Background: an optimization exercise with open tools, aiming at small area. Do not read the settings as production practice.
In this exercise RTL edits were held to simulation tests only and were not proved equivalent to the original.
No activity file was given, so power comes from the tool's default toggle rates.

==> flow/design.v (excerpt) <==
module tank_game_top (
	input  logic         Reset,      
	input  logic         frame_clk,  
	input  logic [31:0]  keys,       
	output logic [51:0]  tanks,      
	output logic [191:0] bullets,    
	output logic [1:0]   hit
);
Size: roughly 280 I/O pins, ~19000 µm² of cells after synthesis.
clock: 7.0 ns
lec_check: 0
cap_margin: 20
core_margin: 2
core_utilization: 45
gpl_timing_driven: 0
place_density: 0.65
setup_slack_margin: 0.1
slew_margin: 20
standard.sh (not shown) runs the stock make flow with config.mk's settings and CLKGATE_MAP_FILE= SYNTH_SCRIPT=/design/flow/synth_recipe.tcl, a recipe that flattens the netlist after the stock synthesis.
==> flow/flow/run.sh <==
#!/bin/bash
# Own layout flow:
#  1. the standard synthesis (standard.sh synth), unchanged;
#  2. an area-oriented ABC re-map of its combinational logic only: every register
#     keeps its instance name and cell type (flatten.ys, remap.ys);
#  3. the standard layout from that netlist, with buf_1 as the port buffer
#     and a clock tree of fewer buffers.
# Each tool's full output goes to a log file of its own in this folder.
set -euo pipefail
W=$PWD
R=$W/orfs/results/$FLOW_PLATFORM/tank_game_top/base
LIB=$FLOW_HOME/platforms/$FLOW_PLATFORM/lib/sky130_fd_sc_hd__tt_025C_1v80.lib
YOSYS=$FLOW_HOME/../tools/install/yosys/bin/yosys
[[ -x $YOSYS ]] || YOSYS=$(command -v yosys)

bash standard.sh synth > $W/1_standard_synth.log 2>&1

mkdir -p $W/remap
cp $R/1_2_yosys.v $W/remap/std.v
cp $LIB $W/remap/lib.lib
cp $W/flow/area.abc $W/remap/area.abc
sed "s/TOP/$FLOW_TOP/" $W/flow/flatten.ys > $W/remap/flatten.ys
sed "s/TOP/$FLOW_TOP/" $W/flow/remap.ys > $W/remap/remap.ys
(cd $W/remap && $YOSYS -s flatten.ys) > $W/2_flatten_yosys.log 2>&1
(cd $W/remap && $YOSYS -s remap.ys) > $W/2_remap_yosys.log 2>&1
rm -f $W/remap/lib.lib

cp $W/remap/remapped.v $R/1_2_yosys.v
rm -f $R/1_synth.odb $R/1_synth.sdc
export BUFFER_PORTS_ARGS="-buffer_cell sky130_fd_sc_hd__buf_1"
# the buffers synthesis put on pass-through nets go before placement
export REMOVE_ABC_BUFFERS=1
# a shallow clock tree: big sink clusters, no dummy loads
export CTS_ARGS="-sink_clustering_enable -repair_clock_nets -buf_list sky130_fd_sc_hd__clkbuf_8 -sink_clustering_size 16 -sink_clustering_max_diameter 90 -dont_use_dummy_load"
bash standard.sh finish > $W/3_standard_layout.log 2>&1
Other scripts of this flow, unchanged in this note and not shown: flow/flow/area.abc, flow/flow/flatten.ys, flow/flow/remap.ys
Next try:
--- a/flow/flow/run.sh
+++ b/flow/flow/run.sh
@@ -32,4 +32,4 @@
 export REMOVE_ABC_BUFFERS=1
 # a shallow clock tree: big sink clusters, no dummy loads
-export CTS_ARGS="-sink_clustering_enable -repair_clock_nets -buf_list sky130_fd_sc_hd__clkbuf_8 -sink_clustering_size 16 -sink_clustering_max_diameter 90 -dont_use_dummy_load"
+export CTS_ARGS="-sink_clustering_enable -repair_clock_nets -buf_list sky130_fd_sc_hd__clkbuf_8 -sink_clustering_size 16 -sink_clustering_max_diameter 60 -dont_use_dummy_load"
 bash standard.sh finish > $W/3_standard_layout.log 2>&1
--- a/flow/config.mk
+++ b/flow/config.mk
@@ -11,4 +11,4 @@
 export GPL_TIMING_DRIVEN = 0
 export PLACE_DENSITY = 0.65
-export SETUP_SLACK_MARGIN = 0.1
+export SETUP_SLACK_MARGIN = 0.15
 export SLEW_MARGIN = 20
Effect: Hold slack is better by 0.0072 ns. Via count stays flat. Synthesized area is unchanged. Power is higher by 3.9%. Worst setup slack is worse by 0.011 ns. Wire length is higher by about 0.44%.
Next try:
--- a/flow/flow/run.sh
+++ b/flow/flow/run.sh
@@ -32,4 +32,4 @@
 export REMOVE_ABC_BUFFERS=1
 # a shallow clock tree: big sink clusters, no dummy loads
-export CTS_ARGS="-sink_clustering_enable -repair_clock_nets -buf_list sky130_fd_sc_hd__clkbuf_8 -sink_clustering_size 16 -sink_clustering_max_diameter 60 -dont_use_dummy_load"
+export CTS_ARGS="-sink_clustering_enable -repair_clock_nets -buf_list sky130_fd_sc_hd__clkbuf_8 -sink_clustering_size 16 -sink_clustering_max_diameter 90 -dont_use_dummy_load"
 bash standard.sh finish > $W/3_standard_layout.log 2>&1
The changed run finished with timing, DRC and antenna clean.
Design area drops by 0.95%.
Sequential power stays flat.
Synthesized cell count is unchanged.
Setup slack is better by 0.036 ns.
Hold slack got worse by 0.0080 ns.
Via count hardly moves.

==> re-timing with driven ports <==
How much do the figures lean on ideal ports? The routed layouts below were timed once more, with nothing changed but the port constraints. Step 1 (the two cells are an assumption about what drives the block):
set clk [get_ports {Reset}]
set_driving_cell -lib_cell sky130_fd_sc_hd__clkbuf_16 $clk
set_driving_cell -lib_cell sky130_fd_sc_hd__buf_2 [delete_from_list [all_inputs] $clk]
Step 2 moves the port delays by t, midway between the first and last clock arrival at a register: inputs arrive t later, outputs are due t later. That takes back most of the time a late clock gives input paths. a / b / c = ideal ports / drivers / drivers and shift; a / b = the first two.
| run | t, ns | slack for setup (ns) | worst hold slack (ns) | latest minus earliest clock arrival (ns) |
|---|---|---|---|---|
| the first run | 0.645 | 0.196 / 0.143 / 0.788 | 0.472 / 0.472 / 0.472 | 0.096 / 0.095 |
| the second run | 0.699 | 0.185 / 0.133 / 0.831 | 0.479 / 0.479 / 0.479 | 0.060 / 0.059 |
| the third run | 0.642 | 0.221 / 0.168 / 0.810 | 0.471 / 0.471 / 0.471 | 0.090 / 0.090 |
After both steps every run listed still meets setup and hold.
